This design comes from an exercise in tuning for small area, a short achievable clock period and few clock cycles per item on the open sky130 flow, not from production work. No functional check of the RTL was part of any run shown here. Power figures rest on the tool's default switching activity, not on a simulated workload.

==> flow/design.v, too long to show whole: its modules and the start of the top module <==
// module csa_layer: 1461 lines
// module result_buffer: 68 lines
// module wallace_mult: 33 lines
module wallace_mult (
	input  logic                  clk,
	input  logic                  rst_n,
	input  logic                  in_valid,
	input  wallace_pkg::operand_t a,
	input  wallace_pkg::operand_t b,
	output logic                  in_credit,
	output logic                  out_valid,
	output wallace_pkg::product_t product,
	input  logic                  out_credit
);
  // ...
==> flow/run.sh <==
#!/bin/bash
# synth_recipe.tcl (not shown) runs the flow's synth.tcl, then flattens the netlist and writes it again
# the make line also repeats each setting of config.mk as NAME=value (left out here)
make -C /OpenROAD-flow-scripts/flow DESIGN_CONFIG=/design/flow/config.mk WORK_HOME=/design/flow/orfs CLKGATE_MAP_FILE= SYNTH_SCRIPT=/design/flow/synth_recipe.tcl finish
==> flow/config.mk <==
export PLATFORM = sky130hd
export DESIGN_NAME = wallace_mult
export DESIGN_NICKNAME = wallace_mult
export VERILOG_FILES = /design/flow/design.v
export SDC_FILE = /design/flow/constraint.sdc
export NUM_CORES = 4
export LEC_CHECK = 0
export CAP_MARGIN = 20
export CORE_MARGIN = 2
export CORE_UTILIZATION = 40
export SETUP_SLACK_MARGIN = 1.5
export SLEW_MARGIN = 20
==> flow/constraint.sdc <==
create_clock -name core_clock -period 4.0 [get_ports {clk}]
set_input_delay 0.8000 -clock core_clock [delete_from_list [all_inputs] [get_ports {clk}]]
set_output_delay 0.8000 -clock core_clock [all_outputs]
set_load 0.01 [all_outputs]
==> results_dict.tcl, run 1 <==
set metrics [dict create \
    status "timing/DRC/antenna clean" \
    clk_root_buffer_cell "clkbuf_16" \
    fin_skew_ns 0.0144 \
    synthAdderAreaFrac_pct 15.6 \
    rsz0062_at_grt "true" \
    crit_path_end "u_result_buffer.mem[23]" \
    grt_overflow 0 \
    syn-num-nets 1360 \
    n_tap_cell 455 \
    setup_ws_ns 1.05 \
    netlist_area_mm2 0.0140 \
    wl_met2_um 15700 \
    route.detailed.drc 0 \
    hold_path.class "flop to flop" \
    min_to "u_result_buffer.mem[35]" \
    synthArstFlopShare_pct 3.76 \
    crit_path_max_fanout 5 \
    synth_compound_area_share_pct 16.2 \
    pre_cts_ws_ns 0.766 \
    ys.flop_type "edfxtp_1" \
    coreArea_mm2 0.0345 \
    cts_tree "yes" \
    hold_ws_ns 0.450 \
    sh_seq_area_pct 34.3 \
    num_rows 68 \
    powerClk_mw 2.22 \
    cts_setup_buffers 149 \
    synth_most_common_cell "edfxtp_1" \
    ys_warn_count 2 \
    antenna-diode-count 0 \
    vdd_drop_max_v 0.000506 \
    clk_latency_ns 0.53 \
    fmax_mhz 338 \
    seq_cell_count 213 \
    placed_cell_area_mm2 0.0151 \
    max-slew-margin-rel_pct 30.7 \
]
==> module result_buffer, before the edit <==
module result_buffer #(
	parameter int NS = 2
) (
	input  logic                  clk,
	input  logic                  rst_n,
	input  logic                  in_valid,
	input  wallace_pkg::product_t push_data,
	input  logic                  out_credit,
	output logic [NS-1:0]         load,
	output logic                  out_valid,
	output wallace_pkg::product_t product,
	output logic                  in_credit
);
	localparam int DEPTH = 4 - NS;
	logic [DEPTH-1:0][32-1:0] mem;
	logic [2:0] count;
	logic [2:0] count_next;
	logic [1:0] out_cnt;
	logic [1:0] out_cnt_next;
	logic [NS-1:0] valid;
	logic [NS-1:0] move;
	logic pop;
	logic push;
	assign pop = out_valid;
	assign push = move[NS-1];
	assign in_credit = pop;
	assign product = mem[0];
	assign count_next = count + 3'(push) - 3'(pop);
	assign out_cnt_next = out_cnt + 2'(out_credit) - 2'(pop);
	always_comb begin
		move[NS-1] = valid[NS-1] && ((count != 3'(DEPTH)) || pop);
		for (int k = NS - 2; k >= 0; k--) begin
			move[k] = valid[k] && (!valid[k+1] || move[k+1]);
		end
		load[0] = in_valid;
		for (int k = 1; k < NS; k++) begin
			load[k] = move[k-1];
		end
	end
	for (genvar k = 0; k < DEPTH; k++) begin : g_entry
		logic shift;
		logic fill;
		assign shift = pop && (3'(k + 1) < count);
		assign fill = push && (3'(k) == count - 3'(pop));
		always_ff @(posedge clk) begin
			if (shift || fill) begin
				if (k + 1 < DEPTH && shift) begin
					mem[k] <= mem[(k + 1 < DEPTH) ? k + 1 : k];
				end else begin
					mem[k] <= push_data;
				end
			end
		end
	end
	always_ff @(posedge clk or negedge rst_n) begin
		if (!rst_n) begin
			valid <= '0;
			count <= '0;
			out_cnt <= 2'(2);
			out_valid <= 1'b0;
		end else begin
			valid <= load | (valid & ~move);
			count <= count_next;
			out_cnt <= out_cnt_next;
			out_valid <= (count_next != 3'd0) && (out_cnt_next != 2'd0);
		end
	end
endmodule
==> module wallace_mult, before the edit <==
module wallace_mult (
	input  logic                  clk,
	input  logic                  rst_n,
	input  logic                  in_valid,
	input  wallace_pkg::operand_t a,
	input  wallace_pkg::operand_t b,
	output logic                  in_credit,
	output logic                  out_valid,
	output wallace_pkg::product_t product,
	input  logic                  out_credit
);
	localparam int NS = 2;
	logic [NS-1:0] load;
	wallace_pkg::product_t sum_product;
	csa_layer u_csa (
		.clk  (clk),
		.en   (load),
		.a    (a),
		.b    (b),
		.product (sum_product)
	);
	result_buffer #(.NS(NS)) u_result_buffer (
		.clk        (clk),
		.rst_n      (rst_n),
		.in_valid   (in_valid),
		.push_data  (sum_product),
		.out_credit (out_credit),
		.load       (load),
		.out_valid  (out_valid),
		.product    (product),
		.in_credit  (in_credit)
	);
endmodule
==> inputs of run 2 (changes only) <==
--- a/flow/design.v
+++ b/flow/design.v
@@ -1,17 +1,17 @@
 package wallace_pkg;
 	typedef logic [16-1:0] operand_t;
 	typedef logic [32-1:0] product_t;
 	typedef logic [32-1:0] pp_row_t;
 	typedef logic [$clog2(4 + 1)-1:0] credit_cnt_t;
 endpackage
 module csa_layer (
 	input  logic        clk,
-	input  logic [1:0] en,
+	input  logic [2:0] en,
 	input  logic [15:0] a,
 	input  logic [15:0] b,
 	output logic [31:0] product
 );
 	logic [17:0] a3_w;
 	assign a3_w = {2'b0, a} + {1'b0, a, 1'b0};
 	logic a3_0;
 	logic a3_1;
@@ -646,29 +646,39 @@
 	logic sel1_4_q1;
 	logic sel2_4_q1;
 	logic sel3_4_q1;
 	logic sel4_4_q1;
 	logic sel1_5_q1;
 	logic sel2_5_q1;
 	logic s1_q1;
 	logic c1_q1;
-	logic [81:0] st2_q;
+	logic [77:0] st2_q;
+	logic s5_q2;
+	logic s6_q2;
+	logic s7_q2;
 	logic s9_q2;
 	logic s11_q2;
 	logic s14_q2;
 	logic s16_q2;
 	logic s18_q2;
 	logic s20_q2;
 	logic s22_q2;
 	logic s24_q2;
 	logic s26_q2;
 	logic s27_q2;
 	logic s29_q2;
 	logic s31_q2;
+	logic c31_q2;
+	logic c37_q2;
+	logic s38_q2;
+	logic c38_q2;
+	logic s39_q2;
+	logic c39_q2;
+	logic s40_q2;
 	logic c40_q2;
 	logic s41_q2;
 	logic c41_q2;
 	logic s42_q2;
 	logic c42_q2;
 	logic s43_q2;
 	logic c43_q2;
 	logic s44_q2;
@@ -683,62 +693,112 @@
 	logic c48_q2;
 	logic s49_q2;
 	logic c49_q2;
 	logic s50_q2;
 	logic c50_q2;
 	logic s51_q2;
 	logic c51_q2;
 	logic s52_q2;
+	logic c52_q2;
+	logic s53_q2;
+	logic c63_q2;
+	logic s64_q2;
 	logic c64_q2;
-	logic s65_q2;
-	logic c65_q2;
-	logic s66_q2;
-	logic c66_q2;
-	logic s67_q2;
-	logic c67_q2;
-	logic c68_q2;
-	logic c69_q2;
-	logic c76_q2;
-	logic c77_q2;
-	logic c78_q2;
-	logic c79_q2;
-	logic s80_q2;
-	logic c80_q2;
 	logic s81_q2;
+	logic c81_q2;
+	logic s82_q2;
 	logic p0_q2;
+	logic g4_q2;
+	logic p4_q2;
 	logic p5_q2;
+	logic g6_q2;
 	logic p6_q2;
+	logic g7_q2;
 	logic p7_q2;
 	logic g8_q2;
 	logic p8_q2;
-	logic g9_q2;
-	logic p9_q2;
-	logic g27_q2;
-	logic p27_q2;
 	logic g28_q2;
 	logic p28_q2;
+	logic g29_q2;
 	logic p29_q2;
 	logic g30_q2;
 	logic p30_q2;
 	logic p31_q2;
 	logic G0_5_q2;
-	logic P0_5_q2;
-	logic G0_7_q2;
-	logic G0_29_q2;
 	logic G0_31_q2;
 	logic G1_3_q2;
 	logic P1_3_q2;
-	logic G1_6_q2;
-	logic G2_4_q2;
-	logic G2_5_q2;
 	logic y1_q2;
 	logic y2_q2;
 	logic y3_q2;
-	logic y4_q2;
+	logic [62:0] st3_q;
+	logic p0_q3;
+	logic g8_q3;
+	logic p8_q3;
+	logic p9_q3;
+	logic p10_q3;
+	logic p11_q3;
+	logic g12_q3;
+	logic p12_q3;
+	logic p13_q3;
+	logic g14_q3;
+	logic p14_q3;
+	logic p15_q3;
+	logic g16_q3;
+	logic p16_q3;
+	logic p17_q3;
+	logic g18_q3;
+	logic p18_q3;
+	logic p19_q3;
+	logic g20_q3;
+	logic p20_q3;
+	logic p21_q3;
+	logic g22_q3;
+	logic p22_q3;
+	logic p23_q3;
+	logic g24_q3;
+	logic p24_q3;
+	logic p25_q3;
+	logic g26_q3;
+	logic p26_q3;
+	logic p27_q3;
+	logic g28_q3;
+	logic p28_q3;
+	logic p29_q3;
+	logic p30_q3;
+	logic p31_q3;
+	logic G0_9_q3;
+	logic P0_9_q3;
+	logic G0_13_q3;
+	logic G0_15_q3;
+	logic G0_17_q3;
+	logic G0_19_q3;
+	logic G0_21_q3;
+	logic G0_23_q3;
+	logic G0_25_q3;
+	logic G0_27_q3;
+	logic G0_29_q3;
+	logic P0_29_q3;
+	logic G1_10_q3;
+	logic P1_10_q3;
+	logic G1_11_q3;
+	logic P1_11_q3;
+	logic G1_30_q3;
+	logic G1_31_q3;
+	logic P1_31_q3;
+	logic G2_7_q3;
+	logic P2_7_q3;
+	logic y1_q3;
+	logic y2_q3;
+	logic y3_q3;
+	logic y4_q3;
+	logic y5_q3;
+	logic y6_q3;
+	logic y7_q3;
 	assign a3_0 = a3_w[0];
 	assign a3_1 = a3_w[1];
 	assign a3_2 = a3_w[2];
 	assign a3_3 = a3_w[3];
 	assign a3_4 = a3_w[4];
 	assign a3_5 = a3_w[5];
 	assign a3_6 = a3_w[6];
 	assign a3_7 = a3_w[7];
@@ -1009,48 +1069,48 @@
 	assign s61 = pp1_3 ^ pp2_0 ^ s34;
 	assign c61 = (pp1_3 & pp2_0) | (pp1_3 & s34) | (pp2_0 & s34);
 	assign s62 = pp2_1 ^ c34 ^ s35;
 	assign c62 = (pp2_1 & c34) | (pp2_1 & s35) | (c34 & s35);
 	assign s63 = pp2_2 ^ c35 ^ s36;
 	assign c63 = (pp2_2 & c35) | (pp2_2 & s36) | (c35 & s36);
 	assign s64 = c36 ^ s4 ^ s37;
 	assign c64 = (c36 & s4) | (c36 & s37) | (s4 & s37);
-	assign s65 = s5 ^ c37 ^ s38;
-	assign c65 = (s5 & c37) | (s5 & s38) | (c37 & s38);
-	assign s66 = s6 ^ c38 ^ s39;
-	assign c66 = (s6 & c38) | (s6 & s39) | (c38 & s39);
-	assign s67 = s7 ^ c39 ^ s40;
-	assign c67 = (s7 & c39) | (s7 & s40) | (c39 & s40);
+	assign s65 = s5_q2 ^ c37_q2 ^ s38_q2;
+	assign c65 = (s5_q2 & c37_q2) | (s5_q2 & s38_q2) | (c37_q2 & s38_q2);
+	assign s66 = s6_q2 ^ c38_q2 ^ s39_q2;
+	assign c66 = (s6_q2 & c38_q2) | (s6_q2 & s39_q2) | (c38_q2 & s39_q2);
+	assign s67 = s7_q2 ^ c39_q2 ^ s40_q2;
+	assign c67 = (s7_q2 & c39_q2) | (s7_q2 & s40_q2) | (c39_q2 & s40_q2);
 	assign s68 = s9_q2 ^ c40_q2 ^ s41_q2;
-	assign c68 = (s9 & c40) | (s9 & s41) | (c40 & s41);
+	assign c68 = (s9_q2 & c40_q2) | (s9_q2 & s41_q2) | (c40_q2 & s41_q2);
 	assign s69 = s11_q2 ^ c41_q2 ^ s42_q2;
-	assign c69 = (s11 & c41) | (s11 & s42) | (c41 & s42);
+	assign c69 = (s11_q2 & c41_q2) | (s11_q2 & s42_q2) | (c41_q2 & s42_q2);
 	assign s70 = s14_q2 ^ c42_q2 ^ s43_q2;
 	assign c70 = (s14_q2 & c42_q2) | (s14_q2 & s43_q2) | (c42_q2 & s43_q2);
 	assign s71 = s16_q2 ^ c43_q2 ^ s44_q2;
 	assign c71 = (s16_q2 & c43_q2) | (s16_q2 & s44_q2) | (c43_q2 & s44_q2);
 	assign s72 = s18_q2 ^ c44_q2 ^ s45_q2;
 	assign c72 = (s18_q2 & c44_q2) | (s18_q2 & s45_q2) | (c44_q2 & s45_q2);
 	assign s73 = s20_q2 ^ c45_q2 ^ s46_q2;
 	assign c73 = (s20_q2 & c45_q2) | (s20_q2 & s46_q2) | (c45_q2 & s46_q2);
 	assign s74 = s22_q2 ^ c46_q2 ^ s47_q2;
 	assign c74 = (s22_q2 & c46_q2) | (s22_q2 & s47_q2) | (c46_q2 & s47_q2);
 	assign s75 = s24_q2 ^ c47_q2 ^ s48_q2;
 	assign c75 = (s24_q2 & c47_q2) | (s24_q2 & s48_q2) | (c47_q2 & s48_q2);
 	assign s76 = s26_q2 ^ c48_q2 ^ s49_q2;
-	assign c76 = (s26 & c48) | (s26 & s49) | (c48 & s49);
+	assign c76 = (s26_q2 & c48_q2) | (s26_q2 & s49_q2) | (c48_q2 & s49_q2);
 	assign s77 = s27_q2 ^ c49_q2 ^ s50_q2;
-	assign c77 = (s27 & c49) | (s27 & s50) | (c49 & s50);
+	assign c77 = (s27_q2 & c49_q2) | (s27_q2 & s50_q2) | (c49_q2 & s50_q2);
 	assign s78 = s29_q2 ^ c50_q2 ^ s51_q2;
-	assign c78 = (s29 & c50) | (s29 & s51) | (c50 & s51);
+	assign c78 = (s29_q2 & c50_q2) | (s29_q2 & s51_q2) | (c50_q2 & s51_q2);
 	assign s79 = s31_q2 ^ c51_q2 ^ s52_q2;
-	assign c79 = (s31 & c51) | (s31 & s52) | (c51 & s52);
-	assign s80 = c31 ^ s53 ^ c52;
-	assign c80 = (c31 & s53) | (c31 & c52) | (s53 & c52);
+	assign c79 = (s31_q2 & c51_q2) | (s31_q2 & s52_q2) | (c51_q2 & s52_q2);
+	assign s80 = c31_q2 ^ s53_q2 ^ c52_q2;
+	assign c80 = (c31_q2 & s53_q2) | (c31_q2 & c52_q2) | (s53_q2 & c52_q2);
 	assign s81 = pp4_14 ^ c53 ^ s54;
 	assign c81 = (pp4_14 & c53) | (pp4_14 & s54) | (c53 & s54);
 	assign s82 = pp4_15 ^ s55 ^ c54;
 	assign c82 = (pp4_15 & s55) | (pp4_15 & c54) | (s55 & c54);
 	assign s83 = s56 ^ pp4_16 ^ c55;
 	assign c83 = (s56 & pp4_16) | (s56 & c55) | (pp4_16 & c55);
 	assign s84 = c56 ^ s57 ^ pp4_17;
 	assign c84 = (c56 & s57) | (c56 & pp4_17) | (s57 & pp4_17);
@@ -1067,192 +1127,192 @@
 	assign g5 = c59 & s60;
 	assign p5 = c59 ^ s60;
 	assign g6 = c60 & s61;
 	assign p6 = c60 ^ s61;
 	assign g7 = c61 & s62;
 	assign p7 = c61 ^ s62;
 	assign g8 = c62 & s63;
 	assign p8 = c62 ^ s63;
-	assign g9 = c63 & s64;
-	assign p9 = c63 ^ s64;
-	assign g10 = c64_q2 & s65_q2;
-	assign p10 = c64_q2 ^ s65_q2;
-	assign g11 = c65_q2 & s66_q2;
-	assign p11 = c65_q2 ^ s66_q2;
-	assign g12 = c66_q2 & s67_q2;
-	assign p12 = c66_q2 ^ s67_q2;
-	assign g13 = c67_q2 & s68;
-	assign p13 = c67_q2 ^ s68;
-	assign g14 = c68_q2 & s69;
-	assign p14 = c68_q2 ^ s69;
-	assign g15 = c69_q2 & s70;
-	assign p15 = c69_q2 ^ s70;
+	assign g9 = c63_q2 & s64_q2;
+	assign p9 = c63_q2 ^ s64_q2;
+	assign g10 = c64_q2 & s65;
+	assign p10 = c64_q2 ^ s65;
+	assign g11 = c65 & s66;
+	assign p11 = c65 ^ s66;
+	assign g12 = c66 & s67;
+	assign p12 = c66 ^ s67;
+	assign g13 = c67 & s68;
+	assign p13 = c67 ^ s68;
+	assign g14 = c68 & s69;
+	assign p14 = c68 ^ s69;
+	assign g15 = c69 & s70;
+	assign p15 = c69 ^ s70;
 	assign g16 = c70 & s71;
 	assign p16 = c70 ^ s71;
 	assign g17 = c71 & s72;
 	assign p17 = c71 ^ s72;
 	assign g18 = c72 & s73;
 	assign p18 = c72 ^ s73;
 	assign g19 = c73 & s74;
 	assign p19 = c73 ^ s74;
 	assign g20 = c74 & s75;
 	assign p20 = c74 ^ s75;
 	assign g21 = c75 & s76;
 	assign p21 = c75 ^ s76;
-	assign g22 = c76_q2 & s77;
-	assign p22 = c76_q2 ^ s77;
-	assign g23 = c77_q2 & s78;
-	assign p23 = c77_q2 ^ s78;
-	assign g24 = c78_q2 & s79;
-	assign p24 = c78_q2 ^ s79;
-	assign g25 = c79_q2 & s80_q2;
-	assign p25 = c79_q2 ^ s80_q2;
-	assign g26 = c80_q2 & s81_q2;
-	assign p26 = c80_q2 ^ s81_q2;
-	assign g27 = c81 & s82;
-	assign p27 = c81 ^ s82;
+	assign g22 = c76 & s77;
+	assign p22 = c76 ^ s77;
+	assign g23 = c77 & s78;
+	assign p23 = c77 ^ s78;
+	assign g24 = c78 & s79;
+	assign p24 = c78 ^ s79;
+	assign g25 = c79 & s80;
+	assign p25 = c79 ^ s80;
+	assign g26 = c80 & s81_q2;
+	assign p26 = c80 ^ s81_q2;
+	assign g27 = c81_q2 & s82_q2;
+	assign p27 = c81_q2 ^ s82_q2;
 	assign g28 = c82 & s83;
 	assign p28 = c82 ^ s83;
 	assign g29 = c83 & s84;
 	assign p29 = c83 ^ s84;
 	assign g30 = c84 & s85;
 	assign p30 = c84 ^ s85;
 	assign g31 = c85 & s86;
 	assign p31 = c85 ^ s86;
 	assign G0_1 = pp0_1 & g0;
 	assign P0_1 = pp0_1 & p0;
 	assign P0_3 = p3 & pp0_2;
 	assign G0_5 = g5 | (p5 & g4);
-	assign P0_5 = p5 & p4;
-	assign G0_7 = g7 | (p7 & g6);
+	assign P0_5 = p5_q2 & p4_q2;
+	assign G0_7 = g7_q2 | (p7_q2 & g6_q2);
 	assign P0_7 = p7_q2 & p6_q2;
-	assign G0_9 = g9_q2 | (p9_q2 & g8_q2);
-	assign P0_9 = p9_q2 & p8_q2;
+	assign G0_9 = g9 | (p9 & g8_q2);
+	assign P0_9 = p9 & p8_q2;
 	assign G0_11 = g11 | (p11 & g10);
 	assign P0_11 = p11 & p10;
 	assign G0_13 = g13 | (p13 & g12);
-	assign P0_13 = p13 & p12;
+	assign P0_13 = p13_q3 & p12_q3;
 	assign G0_15 = g15 | (p15 & g14);
-	assign P0_15 = p15 & p14;
+	assign P0_15 = p15_q3 & p14_q3;
 	assign G0_17 = g17 | (p17 & g16);
-	assign P0_17 = p17 & p16;
+	assign P0_17 = p17_q3 & p16_q3;
 	assign G0_19 = g19 | (p19 & g18);
-	assign P0_19 = p19 & p18;
+	assign P0_19 = p19_q3 & p18_q3;
 	assign G0_21 = g21 | (p21 & g20);
-	assign P0_21 = p21 & p20;
+	assign P0_21 = p21_q3 & p20_q3;
 	assign G0_23 = g23 | (p23 & g22);
-	assign P0_23 = p23 & p22;
+	assign P0_23 = p23_q3 & p22_q3;
 	assign G0_25 = g25 | (p25 & g24);
-	assign P0_25 = p25 & p24;
-	assign G0_27 = g27_q2 | (p27_q2 & g26);
-	assign P0_27 = p27_q2 & p26;
-	assign G0_29 = g29 | (p29 & g28);
+	assign P0_25 = p25_q3 & p24_q3;
+	assign G0_27 = g27 | (p27 & g26);
+	assign P0_27 = p27_q3 & p26_q3;
+	assign G0_29 = g29_q2 | (p29_q2 & g28_q2);
 	assign P0_29 = p29_q2 & p28_q2;
 	assign G0_31 = g31 | (p31 & g30);
 	assign P0_31 = p31_q2 & p30_q2;
 	assign G1_2 = pp0_2 & G0_1;
 	assign P1_2 = pp0_2 & P0_1;
 	assign G1_3 = g3 | (P0_3 & G0_1);
 	assign P1_3 = P0_3 & P0_1;
-	assign G1_6 = g6 | (p6 & G0_5);
-	assign P1_6 = p6_q2 & P0_5_q2;
-	assign G1_7 = G0_7_q2 | (P0_7 & G0_5_q2);
-	assign P1_7 = P0_7 & P0_5_q2;
+	assign G1_6 = g6_q2 | (p6_q2 & G0_5_q2);
+	assign P1_6 = p6_q2 & P0_5;
+	assign G1_7 = G0_7 | (P0_7 & G0_5_q2);
+	assign P1_7 = P0_7 & P0_5;
 	assign G1_10 = g10 | (p10 & G0_9);
 	assign P1_10 = p10 & P0_9;
 	assign G1_11 = G0_11 | (P0_11 & G0_9);
 	assign P1_11 = P0_11 & P0_9;
-	assign G1_14 = g14 | (p14 & G0_13);
-	assign P1_14 = p14 & P0_13;
-	assign G1_15 = G0_15 | (P0_15 & G0_13);
+	assign G1_14 = g14_q3 | (p14_q3 & G0_13_q3);
+	assign P1_14 = p14_q3 & P0_13;
+	assign G1_15 = G0_15_q3 | (P0_15 & G0_13_q3);
 	assign P1_15 = P0_15 & P0_13;
-	assign G1_18 = g18 | (p18 & G0_17);
-	assign P1_18 = p18 & P0_17;
-	assign G1_19 = G0_19 | (P0_19 & G0_17);
+	assign G1_18 = g18_q3 | (p18_q3 & G0_17_q3);
+	assign P1_18 = p18_q3 & P0_17;
+	assign G1_19 = G0_19_q3 | (P0_19 & G0_17_q3);
 	assign P1_19 = P0_19 & P0_17;
-	assign G1_22 = g22 | (p22 & G0_21);
-	assign P1_22 = p22 & P0_21;
-	assign G1_23 = G0_23 | (P0_23 & G0_21);
+	assign G1_22 = g22_q3 | (p22_q3 & G0_21_q3);
+	assign P1_22 = p22_q3 & P0_21;
+	assign G1_23 = G0_23_q3 | (P0_23 & G0_21_q3);
 	assign P1_23 = P0_23 & P0_21;
-	assign G1_26 = g26 | (p26 & G0_25);
-	assign P1_26 = p26 & P0_25;
-	assign G1_27 = G0_27 | (P0_27 & G0_25);
+	assign G1_26 = g26_q3 | (p26_q3 & G0_25_q3);
+	assign P1_26 = p26_q3 & P0_25;
+	assign G1_27 = G0_27_q3 | (P0_27 & G0_25_q3);
 	assign P1_27 = P0_27 & P0_25;
-	assign G1_30 = g30_q2 | (p30_q2 & G0_29_q2);
-	assign P1_30 = p30_q2 & P0_29;
-	assign G1_31 = G0_31_q2 | (P0_31 & G0_29_q2);
+	assign G1_30 = g30_q2 | (p30_q2 & G0_29);
+	assign P1_30 = p30_q3 & P0_29_q3;
+	assign G1_31 = G0_31_q2 | (P0_31 & G0_29);
 	assign P1_31 = P0_31 & P0_29;
-	assign G2_4 = g4 | (p4 & G1_3);
-	assign P2_4 = p4 & P1_3;
-	assign G2_5 = G0_5 | (P0_5 & G1_3);
-	assign P2_5 = P0_5 & P1_3;
-	assign G2_6 = G1_6_q2 | (P1_6 & G1_3_q2);
+	assign G2_4 = g4_q2 | (p4_q2 & G1_3_q2);
+	assign P2_4 = p4_q2 & P1_3_q2;
+	assign G2_5 = G0_5_q2 | (P0_5 & G1_3_q2);
+	assign P2_5 = P0_5 & P1_3_q2;
+	assign G2_6 = G1_6 | (P1_6 & G1_3_q2);
 	assign P2_6 = P1_6 & P1_3_q2;
 	assign G2_7 = G1_7 | (P1_7 & G1_3_q2);
 	assign P2_7 = P1_7 & P1_3_q2;
-	assign G2_12 = g12 | (p12 & G1_11);
-	assign P2_12 = p12 & P1_11;
-	assign G2_13 = G0_13 | (P0_13 & G1_11);
-	assign P2_13 = P0_13 & P1_11;
-	assign G2_14 = G1_14 | (P1_14 & G1_11);
-	assign P2_14 = P1_14 & P1_11;
-	assign G2_15 = G1_15 | (P1_15 & G1_11);
-	assign P2_15 = P1_15 & P1_11;
-	assign G2_20 = g20 | (p20 & G1_19);
-	assign P2_20 = p20 & P1_19;
-	assign G2_21 = G0_21 | (P0_21 & G1_19);
+	assign G2_12 = g12_q3 | (p12_q3 & G1_11_q3);
+	assign P2_12 = p12_q3 & P1_11_q3;
+	assign G2_13 = G0_13_q3 | (P0_13 & G1_11_q3);
+	assign P2_13 = P0_13 & P1_11_q3;
+	assign G2_14 = G1_14 | (P1_14 & G1_11_q3);
+	assign P2_14 = P1_14 & P1_11_q3;
+	assign G2_15 = G1_15 | (P1_15 & G1_11_q3);
+	assign P2_15 = P1_15 & P1_11_q3;
+	assign G2_20 = g20_q3 | (p20_q3 & G1_19);
+	assign P2_20 = p20_q3 & P1_19;
+	assign G2_21 = G0_21_q3 | (P0_21 & G1_19);
 	assign P2_21 = P0_21 & P1_19;
 	assign G2_22 = G1_22 | (P1_22 & G1_19);
 	assign P2_22 = P1_22 & P1_19;
 	assign G2_23 = G1_23 | (P1_23 & G1_19);
 	assign P2_23 = P1_23 & P1_19;
-	assign G2_28 = g28_q2 | (p28_q2 & G1_27);
-	assign P2_28 = p28_q2 & P1_27;
-	assign G2_29 = G0_29_q2 | (P0_29 & G1_27);
-	assign P2_29 = P0_29 & P1_27;
-	assign G2_30 = G1_30 | (P1_30 & G1_27);
+	assign G2_28 = g28_q3 | (p28_q3 & G1_27);
+	assign P2_28 = p28_q3 & P1_27;
+	assign G2_29 = G0_29_q3 | (P0_29_q3 & G1_27);
+	assign P2_29 = P0_29_q3 & P1_27;
+	assign G2_30 = G1_30_q3 | (P1_30 & G1_27);
 	assign P2_30 = P1_30 & P1_27;
-	assign G2_31 = G1_31 | (P1_31 & G1_27);
-	assign P2_31 = P1_31 & P1_27;
-	assign G3_8 = g8_q2 | (p8_q2 & G2_7);
+	assign G2_31 = G1_31_q3 | (P1_31_q3 & G1_27);
+	assign P2_31 = P1_31_q3 & P1_27;
+	assign G3_8 = g8_q3 | (p8_q3 & G2_7_q3);
 	assign P3_8 = p8_q2 & P2_7;
-	assign G3_9 = G0_9 | (P0_9 & G2_7);
+	assign G3_9 = G0_9_q3 | (P0_9_q3 & G2_7_q3);
 	assign P3_9 = P0_9 & P2_7;
-	assign G3_10 = G1_10 | (P1_10 & G2_7);
+	assign G3_10 = G1_10_q3 | (P1_10_q3 & G2_7_q3);
 	assign P3_10 = P1_10 & P2_7;
-	assign G3_11 = G1_11 | (P1_11 & G2_7);
+	assign G3_11 = G1_11_q3 | (P1_11_q3 & G2_7_q3);
 	assign P3_11 = P1_11 & P2_7;
-	assign G3_12 = G2_12 | (P2_12 & G2_7);
-	assign P3_12 = P2_12 & P2_7;
-	assign G3_13 = G2_13 | (P2_13 & G2_7);
-	assign P3_13 = P2_13 & P2_7;
-	assign G3_14 = G2_14 | (P2_14 & G2_7);
-	assign P3_14 = P2_14 & P2_7;
-	assign G3_15 = G2_15 | (P2_15 & G2_7);
-	assign P3_15 = P2_15 & P2_7;
-	assign G3_24 = g24 | (p24 & G2_23);
-	assign P3_24 = p24 & P2_23;
-	assign G3_25 = G0_25 | (P0_25 & G2_23);
+	assign G3_12 = G2_12 | (P2_12 & G2_7_q3);
+	assign P3_12 = P2_12 & P2_7_q3;
+	assign G3_13 = G2_13 | (P2_13 & G2_7_q3);
+	assign P3_13 = P2_13 & P2_7_q3;
+	assign G3_14 = G2_14 | (P2_14 & G2_7_q3);
+	assign P3_14 = P2_14 & P2_7_q3;
+	assign G3_15 = G2_15 | (P2_15 & G2_7_q3);
+	assign P3_15 = P2_15 & P2_7_q3;
+	assign G3_24 = g24_q3 | (p24_q3 & G2_23);
+	assign P3_24 = p24_q3 & P2_23;
+	assign G3_25 = G0_25_q3 | (P0_25 & G2_23);
 	assign P3_25 = P0_25 & P2_23;
 	assign G3_26 = G1_26 | (P1_26 & G2_23);
 	assign P3_26 = P1_26 & P2_23;
 	assign G3_27 = G1_27 | (P1_27 & G2_23);
 	assign P3_27 = P1_27 & P2_23;
 	assign G3_28 = G2_28 | (P2_28 & G2_23);
 	assign P3_28 = P2_28 & P2_23;
 	assign G3_29 = G2_29 | (P2_29 & G2_23);
 	assign P3_29 = P2_29 & P2_23;
 	assign G3_30 = G2_30 | (P2_30 & G2_23);
 	assign P3_30 = P2_30 & P2_23;
 	assign G3_31 = G2_31 | (P2_31 & G2_23);
 	assign P3_31 = P2_31 & P2_23;
-	assign G4_16 = g16 | (p16 & G3_15);
-	assign P4_16 = p16 & P3_15;
-	assign G4_17 = G0_17 | (P0_17 & G3_15);
+	assign G4_16 = g16_q3 | (p16_q3 & G3_15);
+	assign P4_16 = p16_q3 & P3_15;
+	assign G4_17 = G0_17_q3 | (P0_17 & G3_15);
 	assign P4_17 = P0_17 & P3_15;
 	assign G4_18 = G1_18 | (P1_18 & G3_15);
 	assign P4_18 = P1_18 & P3_15;
 	assign G4_19 = G1_19 | (P1_19 & G3_15);
 	assign P4_19 = P1_19 & P3_15;
 	assign G4_20 = G2_20 | (P2_20 & G3_15);
 	assign P4_20 = P2_20 & P3_15;
 	assign G4_21 = G2_21 | (P2_21 & G3_15);
@@ -1275,44 +1335,44 @@
 	assign P4_29 = P3_29 & P3_15;
 	assign G4_30 = G3_30 | (P3_30 & G3_15);
 	assign P4_30 = P3_30 & P3_15;
 	assign G4_31 = G3_31 | (P3_31 & G3_15);
 	assign P4_31 = P3_31 & P3_15;
 	assign y1 = pp0_1 ^ g0;
 	assign y2 = pp0_2 ^ G0_1;
 	assign y3 = p3 ^ G1_2;
-	assign y4 = p4 ^ G1_3;
-	assign y5 = p5_q2 ^ G2_4_q2;
-	assign y6 = p6_q2 ^ G2_5_q2;
+	assign y4 = p4_q2 ^ G1_3_q2;
+	assign y5 = p5_q2 ^ G2_4;
+	assign y6 = p6_q2 ^ G2_5;
 	assign y7 = p7_q2 ^ G2_6;
-	assign y8 = p8_q2 ^ G2_7;
-	assign y9 = p9_q2 ^ G3_8;
-	assign y10 = p10 ^ G3_9;
-	assign y11 = p11 ^ G3_10;
-	assign y12 = p12 ^ G3_11;
-	assign y13 = p13 ^ G3_12;
-	assign y14 = p14 ^ G3_13;
-	assign y15 = p15 ^ G3_14;
-	assign y16 = p16 ^ G3_15;
-	assign y17 = p17 ^ G4_16;
-	assign y18 = p18 ^ G4_17;
-	assign y19 = p19 ^ G4_18;
-	assign y20 = p20 ^ G4_19;
-	assign y21 = p21 ^ G4_20;
-	assign y22 = p22 ^ G4_21;
-	assign y23 = p23 ^ G4_22;
-	assign y24 = p24 ^ G4_23;
-	assign y25 = p25 ^ G4_24;
-	assign y26 = p26 ^ G4_25;
-	assign y27 = p27_q2 ^ G4_26;
-	assign y28 = p28_q2 ^ G4_27;
-	assign y29 = p29_q2 ^ G4_28;
-	assign y30 = p30_q2 ^ G4_29;
-	assign y31 = p31_q2 ^ G4_30;
+	assign y8 = p8_q3 ^ G2_7_q3;
+	assign y9 = p9_q3 ^ G3_8;
+	assign y10 = p10_q3 ^ G3_9;
+	assign y11 = p11_q3 ^ G3_10;
+	assign y12 = p12_q3 ^ G3_11;
+	assign y13 = p13_q3 ^ G3_12;
+	assign y14 = p14_q3 ^ G3_13;
+	assign y15 = p15_q3 ^ G3_14;
+	assign y16 = p16_q3 ^ G3_15;
+	assign y17 = p17_q3 ^ G4_16;
+	assign y18 = p18_q3 ^ G4_17;
+	assign y19 = p19_q3 ^ G4_18;
+	assign y20 = p20_q3 ^ G4_19;
+	assign y21 = p21_q3 ^ G4_20;
+	assign y22 = p22_q3 ^ G4_21;
+	assign y23 = p23_q3 ^ G4_22;
+	assign y24 = p24_q3 ^ G4_23;
+	assign y25 = p25_q3 ^ G4_24;
+	assign y26 = p26_q3 ^ G4_25;
+	assign y27 = p27_q3 ^ G4_26;
+	assign y28 = p28_q3 ^ G4_27;
+	assign y29 = p29_q3 ^ G4_28;
+	assign y30 = p30_q3 ^ G4_29;
+	assign y31 = p31_q3 ^ G4_30;
 	always_ff @(posedge clk) begin
 		if (en[0]) begin
 			st1_q <= {c1, s1, sel2_5, sel1_5, sel4_4, sel3_4, sel2_4, sel1_4, sel4_3, sel3_3, sel2_3, sel1_3, sel4_2, sel3_2, sel2_2, sel1_2, sel4_1, sel3_1, sel2_1, sel1_1, sel4_0, sel3_0, sel2_0, sel1_0, a3_17, a3_16, a3_15, a3_14, a3_13, a3_12, a3_11, a3_10, a3_9, a3_8, a3_7, a3_6, a3_5, a3_4, a3_3, a3_2, a3_1, a3_0, b[14], b[11], b[8], b[5], a[15], a[14], a[13], a[12], a[11], a[10], a[9], a[8], a[7], a[6], a[5], a[4], a[3], a[2], a[1], b[2], a[0]};
 		end
 	end
 	assign a_0_q1 = st1_q[0];
 	assign b_2_q1 = st1_q[1];
 	assign a_1_q1 = st1_q[2];
@@ -1373,132 +1433,213 @@
 	assign sel3_4_q1 = st1_q[57];
 	assign sel4_4_q1 = st1_q[58];
 	assign sel1_5_q1 = st1_q[59];
 	assign sel2_5_q1 = st1_q[60];
 	assign s1_q1 = st1_q[61];
 	assign c1_q1 = st1_q[62];
 	always_ff @(posedge clk) begin
 		if (en[1]) begin
-			st2_q <= {y4, y3, y2, y1, G2_5, G2_4, G1_6, P1_3, G1_3, G0_31, G0_29, G0_7, P0_5, G0_5, p31, p30, g30, p29, p28, g28, p27, g27, p9, g9, p8, g8, p7, p6, p5, p0, s81, c80, s80, c79, c78, c77, c76, c69, c68, c67, s67, c66, s66, c65, s65, c64, s52, c51, s51, c50, s50, c49, s49, c48, s48, c47, s47, c46, s46, c45, s45, c44, s44, c43, s43, c42, s42, c41, s41, c40, s31, s29, s27, s26, s24, s22, s20, s18, s16, s14, s11, s9};
+			st2_q <= {y3, y2, y1, P1_3, G1_3, G0_31, G0_5, p31, p30, g30, p29, g29, p28, g28, p8, g8, p7, g7, p6, g6, p5, p4, g4, p0, s82, c81, s81, c64, s64, c63, s53, c52, s52, c51, s51, c50, s50, c49, s49, c48, s48, c47, s47, c46, s46, c45, s45, c44, s44, c43, s43, c42, s42, c41, s41, c40, s40, c39, s39, c38, s38, c37, c31, s31, s29, s27, s26, s24, s22, s20, s18, s16, s14, s11, s9, s7, s6, s5};
 		end
 	end
-	assign s9_q2 = st2_q[0];
-	assign s11_q2 = st2_q[1];
-	assign s14_q2 = st2_q[2];
-	assign s16_q2 = st2_q[3];
-	assign s18_q2 = st2_q[4];
-	assign s20_q2 = st2_q[5];
-	assign s22_q2 = st2_q[6];
-	assign s24_q2 = st2_q[7];
-	assign s26_q2 = st2_q[8];
-	assign s27_q2 = st2_q[9];
-	assign s29_q2 = st2_q[10];
-	assign s31_q2 = st2_q[11];
-	assign c40_q2 = st2_q[12];
-	assign s41_q2 = st2_q[13];
-	assign c41_q2 = st2_q[14];
-	assign s42_q2 = st2_q[15];
-	assign c42_q2 = st2_q[16];
-	assign s43_q2 = st2_q[17];
-	assign c43_q2 = st2_q[18];
-	assign s44_q2 = st2_q[19];
-	assign c44_q2 = st2_q[20];
-	assign s45_q2 = st2_q[21];
-	assign c45_q2 = st2_q[22];
-	assign s46_q2 = st2_q[23];
-	assign c46_q2 = st2_q[24];
-	assign s47_q2 = st2_q[25];
-	assign c47_q2 = st2_q[26];
-	assign s48_q2 = st2_q[27];
-	assign c48_q2 = st2_q[28];
-	assign s49_q2 = st2_q[29];
-	assign c49_q2 = st2_q[30];
-	assign s50_q2 = st2_q[31];
-	assign c50_q2 = st2_q[32];
-	assign s51_q2 = st2_q[33];
-	assign c51_q2 = st2_q[34];
-	assign s52_q2 = st2_q[35];
-	assign c64_q2 = st2_q[36];
-	assign s65_q2 = st2_q[37];
-	assign c65_q2 = st2_q[38];
-	assign s66_q2 = st2_q[39];
-	assign c66_q2 = st2_q[40];
-	assign s67_q2 = st2_q[41];
-	assign c67_q2 = st2_q[42];
-	assign c68_q2 = st2_q[43];
-	assign c69_q2 = st2_q[44];
-	assign c76_q2 = st2_q[45];
-	assign c77_q2 = st2_q[46];
-	assign c78_q2 = st2_q[47];
-	assign c79_q2 = st2_q[48];
-	assign s80_q2 = st2_q[49];
-	assign c80_q2 = st2_q[50];
+	assign s5_q2 = st2_q[0];
+	assign s6_q2 = st2_q[1];
+	assign s7_q2 = st2_q[2];
+	assign s9_q2 = st2_q[3];
+	assign s11_q2 = st2_q[4];
+	assign s14_q2 = st2_q[5];
+	assign s16_q2 = st2_q[6];
+	assign s18_q2 = st2_q[7];
+	assign s20_q2 = st2_q[8];
+	assign s22_q2 = st2_q[9];
+	assign s24_q2 = st2_q[10];
+	assign s26_q2 = st2_q[11];
+	assign s27_q2 = st2_q[12];
+	assign s29_q2 = st2_q[13];
+	assign s31_q2 = st2_q[14];
+	assign c31_q2 = st2_q[15];
+	assign c37_q2 = st2_q[16];
+	assign s38_q2 = st2_q[17];
+	assign c38_q2 = st2_q[18];
+	assign s39_q2 = st2_q[19];
+	assign c39_q2 = st2_q[20];
+	assign s40_q2 = st2_q[21];
+	assign c40_q2 = st2_q[22];
+	assign s41_q2 = st2_q[23];
+	assign c41_q2 = st2_q[24];
+	assign s42_q2 = st2_q[25];
+	assign c42_q2 = st2_q[26];
+	assign s43_q2 = st2_q[27];
+	assign c43_q2 = st2_q[28];
+	assign s44_q2 = st2_q[29];
+	assign c44_q2 = st2_q[30];
+	assign s45_q2 = st2_q[31];
+	assign c45_q2 = st2_q[32];
+	assign s46_q2 = st2_q[33];
+	assign c46_q2 = st2_q[34];
+	assign s47_q2 = st2_q[35];
+	assign c47_q2 = st2_q[36];
+	assign s48_q2 = st2_q[37];
+	assign c48_q2 = st2_q[38];
+	assign s49_q2 = st2_q[39];
+	assign c49_q2 = st2_q[40];
+	assign s50_q2 = st2_q[41];
+	assign c50_q2 = st2_q[42];
+	assign s51_q2 = st2_q[43];
+	assign c51_q2 = st2_q[44];
+	assign s52_q2 = st2_q[45];
+	assign c52_q2 = st2_q[46];
+	assign s53_q2 = st2_q[47];
+	assign c63_q2 = st2_q[48];
+	assign s64_q2 = st2_q[49];
+	assign c64_q2 = st2_q[50];
 	assign s81_q2 = st2_q[51];
-	assign p0_q2 = st2_q[52];
-	assign p5_q2 = st2_q[53];
-	assign p6_q2 = st2_q[54];
-	assign p7_q2 = st2_q[55];
-	assign g8_q2 = st2_q[56];
-	assign p8_q2 = st2_q[57];
-	assign g9_q2 = st2_q[58];
-	assign p9_q2 = st2_q[59];
-	assign g27_q2 = st2_q[60];
-	assign p27_q2 = st2_q[61];
-	assign g28_q2 = st2_q[62];
-	assign p28_q2 = st2_q[63];
-	assign p29_q2 = st2_q[64];
-	assign g30_q2 = st2_q[65];
-	assign p30_q2 = st2_q[66];
-	assign p31_q2 = st2_q[67];
-	assign G0_5_q2 = st2_q[68];
-	assign P0_5_q2 = st2_q[69];
-	assign G0_7_q2 = st2_q[70];
-	assign G0_29_q2 = st2_q[71];
+	assign c81_q2 = st2_q[52];
+	assign s82_q2 = st2_q[53];
+	assign p0_q2 = st2_q[54];
+	assign g4_q2 = st2_q[55];
+	assign p4_q2 = st2_q[56];
+	assign p5_q2 = st2_q[57];
+	assign g6_q2 = st2_q[58];
+	assign p6_q2 = st2_q[59];
+	assign g7_q2 = st2_q[60];
+	assign p7_q2 = st2_q[61];
+	assign g8_q2 = st2_q[62];
+	assign p8_q2 = st2_q[63];
+	assign g28_q2 = st2_q[64];
+	assign p28_q2 = st2_q[65];
+	assign g29_q2 = st2_q[66];
+	assign p29_q2 = st2_q[67];
+	assign g30_q2 = st2_q[68];
+	assign p30_q2 = st2_q[69];
+	assign p31_q2 = st2_q[70];
+	assign G0_5_q2 = st2_q[71];
 	assign G0_31_q2 = st2_q[72];
 	assign G1_3_q2 = st2_q[73];
 	assign P1_3_q2 = st2_q[74];
-	assign G1_6_q2 = st2_q[75];
-	assign G2_4_q2 = st2_q[76];
-	assign G2_5_q2 = st2_q[77];
-	assign y1_q2 = st2_q[78];
-	assign y2_q2 = st2_q[79];
-	assign y3_q2 = st2_q[80];
-	assign y4_q2 = st2_q[81];
-	assign product = {y31, y30, y29, y28, y27, y26, y25, y24, y23, y22, y21, y20, y19, y18, y17, y16, y15, y14, y13, y12, y11, y10, y9, y8, y7, y6, y5, y4_q2, y3_q2, y2_q2, y1_q2, p0_q2};
+	assign y1_q2 = st2_q[75];
+	assign y2_q2 = st2_q[76];
+	assign y3_q2 = st2_q[77];
+	always_ff @(posedge clk) begin
+		if (en[2]) begin
+			st3_q <= {y7, y6, y5, y4, y3_q2, y2_q2, y1_q2, P2_7, G2_7, P1_31, G1_31, G1_30, P1_11, G1_11, P1_10, G1_10, P0_29, G0_29, G0_27, G0_25, G0_23, G0_21, G0_19, G0_17, G0_15, G0_13, P0_9, G0_9, p31_q2, p30_q2, p29_q2, p28_q2, g28_q2, p27, p26, g26, p25, p24, g24, p23, p22, g22, p21, p20, g20, p19, p18, g18, p17, p16, g16, p15, p14, g14, p13, p12, g12, p11, p10, p9, p8_q2, g8_q2, p0_q2};
+		end
+	end
+	assign p0_q3 = st3_q[0];
+	assign g8_q3 = st3_q[1];
+	assign p8_q3 = st3_q[2];
+	assign p9_q3 = st3_q[3];
+	assign p10_q3 = st3_q[4];
+	assign p11_q3 = st3_q[5];
+	assign g12_q3 = st3_q[6];
+	assign p12_q3 = st3_q[7];
+	assign p13_q3 = st3_q[8];
+	assign g14_q3 = st3_q[9];
+	assign p14_q3 = st3_q[10];
+	assign p15_q3 = st3_q[11];
+	assign g16_q3 = st3_q[12];
+	assign p16_q3 = st3_q[13];
+	assign p17_q3 = st3_q[14];
+	assign g18_q3 = st3_q[15];
+	assign p18_q3 = st3_q[16];
+	assign p19_q3 = st3_q[17];
+	assign g20_q3 = st3_q[18];
+	assign p20_q3 = st3_q[19];
+	assign p21_q3 = st3_q[20];
+	assign g22_q3 = st3_q[21];
+	assign p22_q3 = st3_q[22];
+	assign p23_q3 = st3_q[23];
+	assign g24_q3 = st3_q[24];
+	assign p24_q3 = st3_q[25];
+	assign p25_q3 = st3_q[26];
+	assign g26_q3 = st3_q[27];
+	assign p26_q3 = st3_q[28];
+	assign p27_q3 = st3_q[29];
+	assign g28_q3 = st3_q[30];
+	assign p28_q3 = st3_q[31];
+	assign p29_q3 = st3_q[32];
+	assign p30_q3 = st3_q[33];
+	assign p31_q3 = st3_q[34];
+	assign G0_9_q3 = st3_q[35];
+	assign P0_9_q3 = st3_q[36];
+	assign G0_13_q3 = st3_q[37];
+	assign G0_15_q3 = st3_q[38];
+	assign G0_17_q3 = st3_q[39];
+	assign G0_19_q3 = st3_q[40];
+	assign G0_21_q3 = st3_q[41];
+	assign G0_23_q3 = st3_q[42];
+	assign G0_25_q3 = st3_q[43];
+	assign G0_27_q3 = st3_q[44];
+	assign G0_29_q3 = st3_q[45];
+	assign P0_29_q3 = st3_q[46];
+	assign G1_10_q3 = st3_q[47];
+	assign P1_10_q3 = st3_q[48];
+	assign G1_11_q3 = st3_q[49];
+	assign P1_11_q3 = st3_q[50];
+	assign G1_30_q3 = st3_q[51];
+	assign G1_31_q3 = st3_q[52];
+	assign P1_31_q3 = st3_q[53];
+	assign G2_7_q3 = st3_q[54];
+	assign P2_7_q3 = st3_q[55];
+	assign y1_q3 = st3_q[56];
+	assign y2_q3 = st3_q[57];
+	assign y3_q3 = st3_q[58];
+	assign y4_q3 = st3_q[59];
+	assign y5_q3 = st3_q[60];
+	assign y6_q3 = st3_q[61];
+	assign y7_q3 = st3_q[62];
+	assign product = {y31, y30, y29, y28, y27, y26, y25, y24, y23, y22, y21, y20, y19, y18, y17, y16, y15, y14, y13, y12, y11, y10, y9, y8, y7_q3, y6_q3, y5_q3, y4_q3, y3_q3, y2_q3, y1_q3, p0_q3};
 endmodule
 module result_buffer #(
 	parameter int NS = 2
 ) (
 	input  logic                  clk,
 	input  logic                  rst_n,
 	input  logic                  in_valid,
 	input  wallace_pkg::product_t push_data,
 	input  logic                  out_credit,
 	output logic [NS-1:0]         load,
 	output logic                  out_valid,
 	output wallace_pkg::product_t product,
 	output logic                  in_credit
 );
-	localparam int DEPTH = 4 - NS;
+	localparam int DEPTH = 2;
+	localparam int SLOTS = NS + DEPTH;
 	logic [DEPTH-1:0][32-1:0] mem;
 	logic [2:0] count;
 	logic [2:0] count_next;
 	logic [1:0] out_cnt;
 	logic [1:0] out_cnt_next;
 	logic [NS-1:0] valid;
 	logic [NS-1:0] move;
 	logic pop;
 	logic push;
+	logic [2:0] up_cnt;
+	logic [2:0] up_cnt_next;
+	logic [2:0] total;
+	logic [2:0] total_next;
+	logic pop_next;
+	logic up_full_next;
+	logic room_next;
 	assign pop = out_valid;
 	assign push = move[NS-1];
-	assign in_credit = pop;
 	assign product = mem[0];
 	assign count_next = count + 3'(push) - 3'(pop);
 	assign out_cnt_next = out_cnt + 2'(out_credit) - 2'(pop);
+	assign up_cnt_next = up_cnt - 3'(in_valid) + 3'(in_credit);
+	assign total_next = total - 3'(pop) + 3'(in_credit);
+	assign pop_next = (push || (count > 3'd1) || ((count == 3'd1) && !pop)) &&
+		(out_credit || (out_cnt > 2'd1) || ((out_cnt == 2'd1) && !pop));
+	assign up_full_next = ((up_cnt == 3'(4)) && (in_credit || !in_valid)) ||
+		((up_cnt == 3'(4 - 1)) && in_credit && !in_valid);
+	assign room_next = (total < 3'(SLOTS - 1)) ||
+		((total == 3'(SLOTS - 1)) && !(in_credit && !pop)) ||
+		((total == 3'(SLOTS)) && pop && !in_credit) ||
+		(total_next == 3'(SLOTS) && pop_next);
 	always_comb begin
 		move[NS-1] = valid[NS-1] && ((count != 3'(DEPTH)) || pop);
 		for (int k = NS - 2; k >= 0; k--) begin
 			move[k] = valid[k] && (!valid[k+1] || move[k+1]);
 		end
 		load[0] = in_valid;
 		for (int k = 1; k < NS; k++) begin
 			load[k] = move[k-1];
@@ -1520,36 +1661,42 @@
 		end
 	end
 	always_ff @(posedge clk or negedge rst_n) begin
 		if (!rst_n) begin
 			valid <= '0;
 			count <= '0;
 			out_cnt <= 2'(2);
 			out_valid <= 1'b0;
+			up_cnt <= 3'(4);
+			total <= 3'(4);
+			in_credit <= 1'b0;
 		end else begin
 			valid <= load | (valid & ~move);
 			count <= count_next;
 			out_cnt <= out_cnt_next;
-			out_valid <= (count_next != 3'd0) && (out_cnt_next != 2'd0);
+			out_valid <= pop_next;
+			up_cnt <= up_cnt_next;
+			total <= total_next;
+			in_credit <= !up_full_next && room_next;
 		end
 	end
 endmodule
 module wallace_mult (
 	input  logic                  clk,
 	input  logic                  rst_n,
 	input  logic                  in_valid,
 	input  wallace_pkg::operand_t a,
 	input  wallace_pkg::operand_t b,
 	output logic                  in_credit,
 	output logic                  out_valid,
 	output wallace_pkg::product_t product,
 	input  logic                  out_credit
 );
-	localparam int NS = 2;
+	localparam int NS = 3;
 	logic [NS-1:0] load;
 	wallace_pkg::product_t sum_product;
 	csa_layer u_csa (
 		.clk  (clk),
 		.en   (load),
 		.a    (a),
 		.b    (b),
 		.product (sum_product)
==> flow/config.mk (replaced) <==
export PLATFORM = sky130hd
export DESIGN_NAME = wallace_mult
export DESIGN_NICKNAME = wallace_mult
export VERILOG_FILES = /design/flow/design.v
export SDC_FILE = /design/flow/constraint.sdc
export NUM_CORES = 4
export LEC_CHECK = 0
export CAP_MARGIN = 20
export CORE_MARGIN = 2
export CORE_UTILIZATION = 40
export SETUP_SLACK_MARGIN = 1.9
export SLEW_MARGIN = 20
==> results_dict.tcl, run 2 <==
set metrics [dict create \
    cap_violations 0 \
    tightest_slew_ns 0.764 \
    clk_pin_slew_ns 0.06 \
    vdd_drop_max_v 0.000292 \
    die_w_um 202 \
    seq_power_share_pct 39.4 \
    fin_skew_ns 0.0131 \
    power.internal_mw 9.42 \
    coreArea_mm2 0.0387 \
    synthArstFlopShare_pct 5.78 \
    placed_cell_area_mm2 0.0171 \
    clk_root_buffer_cell "clkbuf_16" \
    ys_top_cells_by_count "edfxtp_1 (261), xnor2_1 (124), clkbuf_1 (82), ha_1 (81), a22o_1 (79)" \
    finalHoldViolCount 0 \
    ctsLongestPathBuffers 3 \
    grt_overflow 0 \
    max-slew-margin-rel_pct 48.9 \
    grt_pass1_vias 10393 \
    switching_share_pct 33.1 \
    area_growth_pct 32.3 \
    syn-num-nets 1349 \
    stdcell_area_mm2 0.0208 \
    synth_most_common_cell "edfxtp_1" \
    synth_compound_area_share_pct 14.2 \
    synthAdderAreaFrac_pct 14.8 \
    fin_tns_setup_ns 0 \
    arrival_ns 2.80 \
    syn_area_per_cell_um2 13.5 \
    fmax_mhz 397 \
    die_y_um 202 \
    synth_cell_types 52 \
    finalCritPeriodShare_pct 63.0 \
    largest_register_ffs 76 \
    syn-instance-count 1166 \
    yosysSeqAreaShare_pct 52.4 \
    synth_top_area_cell "edfxtp_1" \
    synthTopCellsByArea "edfxtp_1 (50%), fa_1 (8.4%), xnor2_1 (6.9%)" \
    fillers 3195 \
    synthMuxAreaShare_pct 2.22 \
    power_frac_comb_pct 42.6 \
    regMostFlops "u_csa.st2_q" \
    postRouteAntennaNets 0 \
    antenna_found_initial 0 \
    status "timing/DRC/antenna clean" \
    critical_path_class "flop to flop" \
    cts_tree "yes" \
    leakage_nw 7.85 \
    cellPowerDensity_mw_per_mm2 676 \
    antenna-diode-count 0 \
    hold_ws_ns 0.425 \
    cp_data_required_time_ns 4.28 \
    cp-end-kind "flop" \
    drt-total-wl_um 37100 \
    period_minus_slack_ns 2.52 \
    slew_violations 0 \
    crit_path_max_fanout 6 \
    synth_top_family_by_area "adder cells" \
    viasPerCell 5.33 \
    route.detailed.drc 0 \
    vias 10130 \
    num_rows 72 \
    p_switching_mw 4.66 \
    holdBufCountCts 0 \
    grt_max_degree 77 \
    cts_sinks 277 \
    drive_above_1_share_pct 37.5 \
    ys.flop_type "edfxtp_1" \
    portBuffers 69 \
    synth_edf_count 261 \
    firstDrtPassIters 6 \
    synth_seq_cells 277 \
    netlist_area_mm2 0.0157 \
    synth_top_area_share_pct 49.8 \
    rsz0062_at_grt "true" \
    final_common_cell "edfxtp_1" \
    layout_common_cells "edfxtp_1 (261), buf_4 (144), xnor2_1 (110)" \
    htree_levels 1 \
    place_congestion 0.917 \
    synth_xor_xnor_area_share_pct 7.79 \
    synth-simple-area-share_pct 3.49 \
    hold_path.class "flop to flop" \
    wire_per_inst_um 19.5 \
    power.share.clock_pct 18.0 \
    grt_use_total_pct 17.8 \
    dp_hpwl_um 22800 \
    reg_top3 "u_csa.st2_q (76), u_result_buffer.mem (64), u_csa.st1_q (61)" \
    layout.nets 1544 \
    setup_viol_count_final 0 \
    initial_utilization_pct 40.6 \
    dieArea_mm2 0.0410 \
    cp-start-kind "flop" \
    ioPinCount 70 \
    drt_iter0_drc 548 \
    clk_latency_ns 0.55 \
    cts_buffers 29 \
    ys_warn_count 2 \
    grt_pass1_wl_um 57800 \
]
-- run 2: area by class of cell --
class | instances | area (um^2) | share of cell area, %
inverter | 60 | 233 | 1.12
clock buffer | 32 | 737 | 3.54
timing repair buffer | 280 | 2700 | 13.0
tap | 518 | 648 | 3.11
multi-input combinational | 713 | 8100 | 38.9
sequential | 277 | 8240 | 39.6
clock inverter | 20 | 158 | 0.757
-- run 2: worst max-delay path: stages, from the launching register on --
cell	delay (ns)
edfxtp_1	0.52
buf_4	0.20
clkbuf_16	0.15
a22o_1	0.22
a221oi_2	0.20
xor2_1	0.27
fa_2	0.25
inv_2	0.04
fa_1	0.42
-- run 2: repair_timing --
action | CTS | global route
pin swaps | 83 | 104
setup buffers | 171 | 28
gates resized for setup | 176 | 98
setup endpoints to repair | 327 | 231
gates cloned | 8 | 1
hold endpoints to repair | 0 | 0
-- run 2: path summary, 6_finish.rpt --
path | from | to | slack, ns | cells past startpoint
max in group asynchronous | rst_n | u_result_buffer.count[2] | 2.77 | 1
max | u_csa.st1_q[46] | u_csa.st2_q[23] | 1.48 | 8
max reg2reg | u_csa.st1_q[46] | u_csa.st2_q[23] | 1.48 | 8
min reg2reg | u_csa.st2_q[76] | u_csa.st3_q[57] | 0.42 | 0
min in group asynchronous | rst_n | u_result_buffer.out_cnt[0] | 0.70 | 1
min | u_csa.st2_q[76] | u_csa.st3_q[57] | 0.42 | 0
-- run 2: logic make-up (layout without fill, tap and decap cells) --
| group | count (synthesis) | count (layout) |
|---|---|---|
| buffers and inverters | 182 | 392 |
| adder cells (fa/ha/maj) | 147 | 147 |
| flip-flops | 277 | 277 |
| AO/OA/AOI/OAI | 281 | 285 |
| multiplexers | 31 | 31 |
| AND/OR/NAND/NOR | 108 | 110 |
| XOR/XNOR | 140 | 140 |
-- run 2: power groups by stage --
stage / Clock (mW) / Combinational (mW) / Sequential, mW
floorplan: 0 / 3.58 / 5.37
global placement: 0 / 4.41 / 5.73
detailed placement: 0 / 4.51 / 5.76
CTS: 2.61 / 5.67 / 5.52
global route: 2.71 / 6.66 / 5.68
finish: 2.53 / 6.00 / 5.55
-- run 2: routing by layer --
metal / share of wire (%) / vias up / routed length, um / global-route usage (%)
li1: - / 4767 / - / -
met3: 5.4 / 79 / 2020 / 2.26
met5: 0 / - / 0 / 0
met2: 48 / 331 / 17800 / 29.9
met1: 44 / 4953 / 16200 / 24.0
met4: 3.0 / 0 / 1130 / 5.40
-- run 2: per-stage QoR --
stage               std cells  setup WS, ns  power [mW]  utilization [%]
global placement         1640         0.557        10.1             44.1
finish                   1900          1.48        14.1             53.8
detailed placement       1640         0.539        10.3             44.1
CTS                      1871          1.51        13.8             52.0
global route             1900          1.37        15.0             53.8
floorplan                1166          1.28        8.96                -

-- re-timing with driven ports --
The flow's constraints put no driver on any port. The routed layouts listed below were extracted and timed again, unchanged, in two steps.
Step 1 (the two cells are an assumption about what drives the block):
set clk [get_ports {clk}]
set_driving_cell -lib_cell sky130_fd_sc_hd__clkbuf_16 $clk
set_driving_cell -lib_cell sky130_fd_sc_hd__buf_2 [delete_from_list [all_inputs] $clk]
Step 2 also shifts input and output timing later by t, the mid clock arrival at the registers, as if the neighbouring blocks saw the same clock.
Three values: ideal ports, drivers, drivers and shift; two values: the first two.
run | shift t [ns] | setup slack, ns | pins driven straight from the clock port
run 1 | 0.575 | 1.045 / 1.045 / 1.045 | 1
run 2 | 0.585 | 1.480 / 1.480 / 0.988 | 1
After both steps setup and hold are still met in every run listed. For run 2, which loses most, drivers alone change the setup slack by 0.000 ns; drivers and shift together by -0.492 ns.
